This design comes from an exercise in tuning for small area and a short achievable clock period on the open sky130 flow, not from production work.
Power is estimated from default activity; no workload was simulated.

## terminal_line_assembler
module terminal_line_assembler #(
    parameter int LINE_CAPACITY = tla_pkg::LINE_CAPACITY_DEF
) (
    input  wire logic                            clk,
    input  wire logic                            rst_n,
    input  wire logic                            req_valid,
    output      logic                            req_ready,
    input  wire logic [16:0]                     req,
    output      logic                            rsp_valid,
    input  wire logic                            rsp_ready,
    output      logic [18:0]                     rsp,
    input  wire logic                            psel,
    input  wire logic                            penable,
    input  wire logic                            pwrite,
    input  wire logic [tla_pkg::APB_ADDR_W-1:0]  paddr,
    input  wire logic [tla_pkg::APB_DATA_W-1:0]  pwdata,
    output      logic [tla_pkg::APB_DATA_W-1:0]  prdata,
    output      logic                            pready
);
clock: 5.0 ns
lec_check: 0
cap_margin: 20
core_margin: 2
core_utilization: 65
cts_buf_list: sky130_fd_sc_hd__clkbuf_8
cts_cluster_diameter: 60
cts_cluster_size: 20
place_density: 0.75
setup_slack_margin: 3.0
slew_margin: 20
run.sh (not shown) runs the stock make flow with config.mk's settings and CLKGATE_MAP_FILE= SYNTH_SCRIPT=/design/flow/synth_recipe.tcl, a recipe that flattens the netlist after the stock synthesis.
The baseline ran to the end with no violations.
Rerun with:
--- a/flow/config.mk
+++ b/flow/config.mk
@@ -8,9 +8,9 @@
 export CAP_MARGIN = 20
 export CORE_MARGIN = 2
-export CORE_UTILIZATION = 65
+export CORE_UTILIZATION = 45
 export CTS_BUF_LIST = sky130_fd_sc_hd__clkbuf_8
 export CTS_CLUSTER_DIAMETER = 60
 export CTS_CLUSTER_SIZE = 20
-export PLACE_DENSITY = 0.75
-export SETUP_SLACK_MARGIN = 3.0
+export PLACE_DENSITY = 0.6
+export SETUP_SLACK_MARGIN = 2.8
 export SLEW_MARGIN = 20
The changed run finished with timing, DRC and antenna clean. Total power rose by 0.81%. Cell count went up by 12%. Combinational power increases by about 2%. Fmax went down by 1.2%.
No functional check of the RTL was part of any run of this note.

---

## xenon
The RTL this note starts from:
==> flow/design.v <==
`default_nettype none
package tla_pkg;
    localparam int LINE_CAPACITY_DEF = 256;
    localparam int APB_ADDR_W = 3;
    localparam int APB_DATA_W = 32;
    localparam logic REG_ECHO_ENABLE = 1'b0;
    localparam logic REG_ECHO_HIDDEN = 1'b1;
    localparam logic CMD_RECEIVE = 1'b0;
    localparam logic CMD_READ    = 1'b1;
    localparam logic [1:0] KIND_ECHO = 2'd0;
    localparam logic [1:0] KIND_LINE = 2'd1;
    localparam logic [1:0] KIND_READ = 2'd2;
    localparam logic [7:0] BS_CODE    = 8'd8;
    localparam logic [7:0] DEL_CODE   = 8'd127;
    localparam logic [7:0] SPACE_CODE = 8'd32;
    localparam logic [7:0] NL_CODE    = 8'd10;
    typedef struct packed {
        logic       cmd;
        logic [7:0] data_byte;
        logic [7:0] read_index;
    } req_item_t;
    typedef struct packed {
        logic [1:0] kind;
        logic [7:0] value;
        logic [7:0] line_length;
        logic       last;
    } rsp_item_t;
    typedef struct packed {
        logic echo_enable;
        logic echo_hidden;
    } cfg_t;
endpackage
`default_nettype wire
`default_nettype none
module tla_store #(
    parameter int INC = 1
) (
    input  wire logic        clk,
    input  wire logic        rst_n,
    output      logic [7:0]  head,
    input  wire logic        we,
    input  wire logic [7:0]  wdata,
    output      logic [7:0]  rdata
);
    logic [255:0][7:0] ring;
    logic [7:0]        head_reg;
    always_ff @(posedge clk or negedge rst_n)
    begin
        if (!rst_n)
            head_reg <= 8'd0;
        else
            head_reg <= head_reg + 8'(INC);
    end
    always_ff @(posedge clk)
    begin
        ring[254:0] <= ring[255:1];
        ring[255]   <= we ? wdata : ring[0];
    end
    assign head  = head_reg;
    assign rdata = ring[0];
endmodule
`default_nettype wire
`default_nettype none
module tla_regs (
    input  wire logic                                clk,
    input  wire logic                                rst_n,
    input  wire logic                                psel,
    input  wire logic                                penable,
    input  wire logic                                pwrite,
    input  wire logic [tla_pkg::APB_ADDR_W-1:0]      paddr,
    input  wire logic [tla_pkg::APB_DATA_W-1:0]      pwdata,
    output      logic [tla_pkg::APB_DATA_W-1:0]      prdata,
    output      logic                                pready,
    output      tla_pkg::cfg_t                       cfg
);
    logic echo_enable_reg;
    logic echo_hidden_reg;
    logic rd_bit_reg;
    logic wr_en;
    assign wr_en  = psel && penable && pwrite;
    assign pready = 1'b1;
    always_ff @(posedge clk or negedge rst_n)
    begin
        if (!rst_n)
        begin
            echo_enable_reg <= 1'b1;
            echo_hidden_reg <= 1'b0;
        end
        else if (wr_en)
        begin
            if (paddr[2])
                echo_hidden_reg <= pwdata[0];
            else
                echo_enable_reg <= pwdata[0];
        end
    end
    always_ff @(posedge clk)
    begin
        rd_bit_reg <= paddr[2] ? echo_hidden_reg : echo_enable_reg;
    end
    assign prdata = {31'd0, rd_bit_reg};
    assign cfg.echo_enable = echo_enable_reg;
    assign cfg.echo_hidden = echo_hidden_reg;
endmodule
`default_nettype wire
`default_nettype none
module tla_ctrl #(
    parameter int UNUSED = 0
) (
    input  wire logic                 clk,
    input  wire logic                 rst_n,
    input  wire tla_pkg::cfg_t        cfg,
    input  wire logic                 req_valid,
    output      logic                 req_ready,
    input  wire tla_pkg::req_item_t   req,
    output      logic                 rsp_valid,
    input  wire logic                 rsp_ready,
    output      tla_pkg::rsp_item_t   rsp,
    input  wire logic [7:0]           head,
    output      logic                 mem_we,
    output      logic [7:0]           mem_wdata,
    input  wire logic [7:0]           mem_rdata
);
    logic               idle_reg, mem_reg, out_reg;
    logic [1:0]         step_reg;
    tla_pkg::req_item_t b_reg;
    logic [7:0]         pos_reg;
    logic               rsp_valid_reg;
    tla_pkg::rsp_item_t rsp_reg;
    logic accept;
    logic is_del, is_ctl, is_full, pos_zero;
    logic need_mem, read_top;
    logic [7:0] addr;
    logic hit;
    logic mem_done;
    logic none;
    logic load_out, load_read;
    logic beat_done;
    tla_pkg::rsp_item_t cur_item;
    logic [7:0] pos_next;
    assign accept = idle_reg && req_valid;
    assign is_del   = (b_reg.data_byte == tla_pkg::BS_CODE) || (b_reg.data_byte == tla_pkg::DEL_CODE);
    assign is_ctl   = (b_reg.data_byte < tla_pkg::SPACE_CODE) && !is_del;
    assign is_full  = (pos_reg == 8'd254);
    assign pos_zero = (pos_reg == 8'd0);
    assign read_top = (b_reg.read_index == 8'd255);
    assign need_mem = b_reg.cmd ? !read_top : !is_del;
    assign addr      = b_reg.cmd ? b_reg.read_index : pos_reg;
    assign hit       = (addr == head);
    assign mem_wdata = is_ctl ? 8'd0 : b_reg.data_byte;
    assign mem_we    = mem_reg && need_mem && !b_reg.cmd && hit;
    assign load_read = mem_reg && b_reg.cmd && !rsp_valid_reg && (read_top || hit);
    assign mem_done  = mem_reg && !b_reg.cmd && (!need_mem || hit);
    always_comb
    begin
        cur_item = '0;
        none     = 1'b0;
        if (is_del)
        begin
            none             = pos_zero || !cfg.echo_enable;
            cur_item.kind    = tla_pkg::KIND_ECHO;
            cur_item.value   = (step_reg == 2'd1) ? tla_pkg::SPACE_CODE : tla_pkg::BS_CODE;
            cur_item.last    = (step_reg == 2'd2);
        end
        else if (is_ctl || is_full)
        begin
            if (cfg.echo_enable && (step_reg == 2'd0))
            begin
                cur_item.kind  = tla_pkg::KIND_ECHO;
                cur_item.value = tla_pkg::NL_CODE;
            end
            else
            begin
                cur_item.kind        = tla_pkg::KIND_LINE;
                cur_item.value       = is_ctl ? b_reg.data_byte : 8'd0;
                cur_item.line_length = is_ctl ? pos_reg : 8'd255;
                cur_item.last        = 1'b1;
            end
        end
        else
        begin
            none           = !cfg.echo_enable || cfg.echo_hidden;
            cur_item.kind  = tla_pkg::KIND_ECHO;
            cur_item.value = b_reg.data_byte;
            cur_item.last  = 1'b1;
        end
    end
    assign load_out  = out_reg && !none && !rsp_valid_reg;
    assign beat_done = load_read || (out_reg && (none || (load_out && cur_item.last)));
    always_comb
    begin
        if (is_del)
            pos_next = pos_zero ? pos_reg : pos_reg - 8'd1;
        else if (is_ctl || is_full)
            pos_next = 8'd0;
        else
            pos_next = pos_reg + 8'd1;
    end
    always_ff @(posedge clk or negedge rst_n)
    begin
        if (!rst_n)
        begin
            idle_reg      <= 1'b1;
            mem_reg       <= 1'b0;
            out_reg       <= 1'b0;
            pos_reg       <= 8'd0;
            rsp_valid_reg <= 1'b0;
        end
        else
        begin
            idle_reg <= (idle_reg && !req_valid) || beat_done;
            mem_reg  <= accept || (mem_reg && !mem_done && !load_read);
            out_reg  <= mem_done || (out_reg && !beat_done);
            if (out_reg && beat_done)
                pos_reg <= pos_next;
            rsp_valid_reg <= load_read || load_out || (rsp_valid_reg && !rsp_ready);
        end
    end
    always_ff @(posedge clk)
    begin
        if (idle_reg)
            b_reg <= req;
        if (accept)
            step_reg <= 2'd0;
        else if (load_out)
            step_reg <= step_reg + 2'd1;
        if (load_read)
        begin
            rsp_reg       <= '0;
            rsp_reg.kind  <= tla_pkg::KIND_READ;
            rsp_reg.value <= read_top ? 8'd0 : mem_rdata;
            rsp_reg.last  <= 1'b1;
        end
        else if (load_out)
            rsp_reg <= cur_item;
    end
    assign req_ready = idle_reg;
    assign rsp_valid = rsp_valid_reg;
    assign rsp       = rsp_reg;
endmodule
`default_nettype wire
`default_nettype none
module terminal_line_assembler #(
    parameter int LINE_CAPACITY = tla_pkg::LINE_CAPACITY_DEF
) (
    input  wire logic                            clk,
    input  wire logic                            rst_n,
    input  wire logic                            req_valid,
    output      logic                            req_ready,
    input  wire logic [16:0]                     req,
    output      logic                            rsp_valid,
    input  wire logic                            rsp_ready,
    output      logic [18:0]                     rsp,
    input  wire logic                            psel,
    input  wire logic                            penable,
    input  wire logic                            pwrite,
    input  wire logic [tla_pkg::APB_ADDR_W-1:0]  paddr,
    input  wire logic [tla_pkg::APB_DATA_W-1:0]  pwdata,
    output      logic [tla_pkg::APB_DATA_W-1:0]  prdata,
    output      logic                            pready
);
    localparam int INC = 171;
    tla_pkg::cfg_t cfg;
    logic [7:0]    head;
    logic          mem_we;
    logic [7:0]    mem_wdata;
    logic [7:0]    mem_rdata;
    tla_regs u_regs (
        .clk     (clk),
        .rst_n   (rst_n),
        .psel    (psel),
        .penable (penable),
        .pwrite  (pwrite),
        .paddr   (paddr),
        .pwdata  (pwdata),
        .prdata  (prdata),
        .pready  (pready),
        .cfg     (cfg)
    );
    tla_ctrl u_ctrl (
        .clk       (clk),
        .rst_n     (rst_n),
        .cfg       (cfg),
        .req_valid (req_valid),
        .req_ready (req_ready),
        .req       (req),
        .rsp_valid (rsp_valid),
        .rsp_ready (rsp_ready),
        .rsp       (rsp),
        .head      (head),
        .mem_we    (mem_we),
        .mem_wdata (mem_wdata),
        .mem_rdata (mem_rdata)
    );
    tla_store #(
        .INC (INC)
    ) u_store (
        .clk   (clk),
        .rst_n (rst_n),
        .head  (head),
        .we    (mem_we),
        .wdata (mem_wdata),
        .rdata (mem_rdata)
    );
endmodule
`default_nettype wire
clock: 5.0 ns
lec_check: 0
cap_margin: 20
core_margin: 2
core_utilization: 45
cts_buf_list: sky130_fd_sc_hd__clkbuf_8
cts_cluster_diameter: 60
cts_cluster_size: 20
place_density: 0.6
setup_slack_margin: 2.8
slew_margin: 20
xenon: PASS, flow complete, no timing, DRC or antenna violations
Relative to xenon, the following input files were edited for delta:
Settings: removing CTS_CLUSTER_DIAMETER (formerly 60); removing SETUP_SLACK_MARGIN (formerly 2.8); removing CTS_BUF_LIST (formerly sky130_fd_sc_hd__clkbuf_8); removing CTS_CLUSTER_SIZE (formerly 20).
[summary]
delta: full flow OK, the timing, design-rule and antenna checks passed. A launching instance or port of the critical path of u_ctrl.pos_reg[2]$_DFFE_PN0P_ is what delta shows, while u_ctrl.b_reg[16]$_DFFE_PP_ belongs to xenon. delta gives less critical path depth than xenon did. When delta is set beside xenon, its power after layout turns out to be 6.8 mW larger. Going from xenon to delta, the first-pass GRT wire length was found to have gone up by 4.3%. Slew at the pin closest to its max-slew limit (higher): delta. Compared to xenon, delta has clock network latency to the later pin of the worst-skew pair 0.02 ns lower.
diff inputs: delta => garnet
Settings: CTS_CLUSTER_SIZE newly set to 20; CTS_CLUSTER_DIAMETER newly set to 60; CTS_BUF_LIST newly set to sky130_fd_sc_hd__clkbuf_8.
## What came out
- delta and garnet all finish clean.
- Across both runs, cell area was lower for garnet than for delta.
- Summary: clock skew, garnet worse than delta
- Across both runs, cell count was lower for garnet than for delta.
- As far as fmax is concerned, delta and garnet perform about the same.
- Aggregate routed wire length (garnet over delta): decrease, about 5%
- Type of the worst setup path = reg -> out: garnet; type of the worst setup path = reg -> reg: delta
- Lower ratio of cells with drive above 1 in the final layout goes to garnet over delta.
- Worst hold slack improves in garnet relative to delta.
### garnet -> quartz
Settings: an added ABC_CLOCK_PERIOD_IN_PS of 2000; an added SETUP_SLACK_MARGIN of 2.8.
==> comparison <==
quartz against garnet: hold slack roughly the same, worst setup slack higher, insertion delay of the later-clocked pin in the worst-skew pair roughly the same.
quartz vs. garnet: routed wire length now larger; design area went up; total number of cells along the worst setup path now sits higher; portion of total power attributed to combinational logic has remained practically unchanged.
Between quartz and garnet, the internal power summed over all cells figures differ only marginally.
Edits applied to the flow inputs when going from quartz to tundra:
Settings: ABC_CLOCK_PERIOD_IN_PS no longer set, was 2000; CTS_CLUSTER_SIZE now 16, was 20; CTS_BUF_LIST now sky130_fd_sc_hd__clkbuf_4 sky130_fd_sc_hd__clkbuf_8 sky130_fd_sc_hd__clkbuf_16, was sky130_fd_sc_hd__clkbuf_8; SETUP_SLACK_MARGIN no longer set, was 2.8; CTS_CLUSTER_DIAMETER now 50, was 60.
## What came out
Between quartz and tundra, the number of stages on the worst setup path is higher for quartz. Between quartz and tundra, the flow reports wire length of the first global-routing pass increasing slightly. Count of multi-input gates sits lower in tundra than in quartz. Looking at all-layer global routing usage across quartz and tundra, the one that comes out higher is tundra. Per the comparison of tundra with quartz, detail-routed net length per standard cell picked up an extra 0.40%, hold slack lost 0.0036 ns. Total power of tundra is higher than that of quartz.
No run of this note included a check of the RTL's function; only the layout flow was run.

separate check: timing with driven ports:
The flow's constraints put no driver on any port. The routed layouts listed below were extracted and timed again, unchanged, in two steps.
Step 1 (the two cells are an assumption about what drives the block):
set clk [get_ports {clk}]
set_driving_cell -lib_cell sky130_fd_sc_hd__clkbuf_16 $clk
set_driving_cell -lib_cell sky130_fd_sc_hd__buf_2 [delete_from_list [all_inputs] $clk]
Step 2 moves the port delays by t, midway between the first and last clock arrival at a register: inputs arrive t later, outputs are due t later. That takes back most of the time a late clock gives input paths.
Three values: ideal, step 1, step 2; two values: the first two.
run	t, ns	setup WS [ns]	worst setup path at the end
the first run of note 1	0.780	2.580 / 2.576 / 2.580	register to register
the second run of note 1	0.807	2.551 / 2.551 / 2.551	register to register
xenon	0.812	2.478 / 2.426 / 2.478	register to register
delta	0.790	1.690 / 1.685 / 1.690	register to register
garnet	0.820	1.684 / 1.626 / 1.695	register to register
quartz	0.812	2.478 / 2.426 / 2.478	register to register
tundra	0.772	1.701 / 1.681 / 1.701	register to register
After both steps every run listed still meets setup and hold.
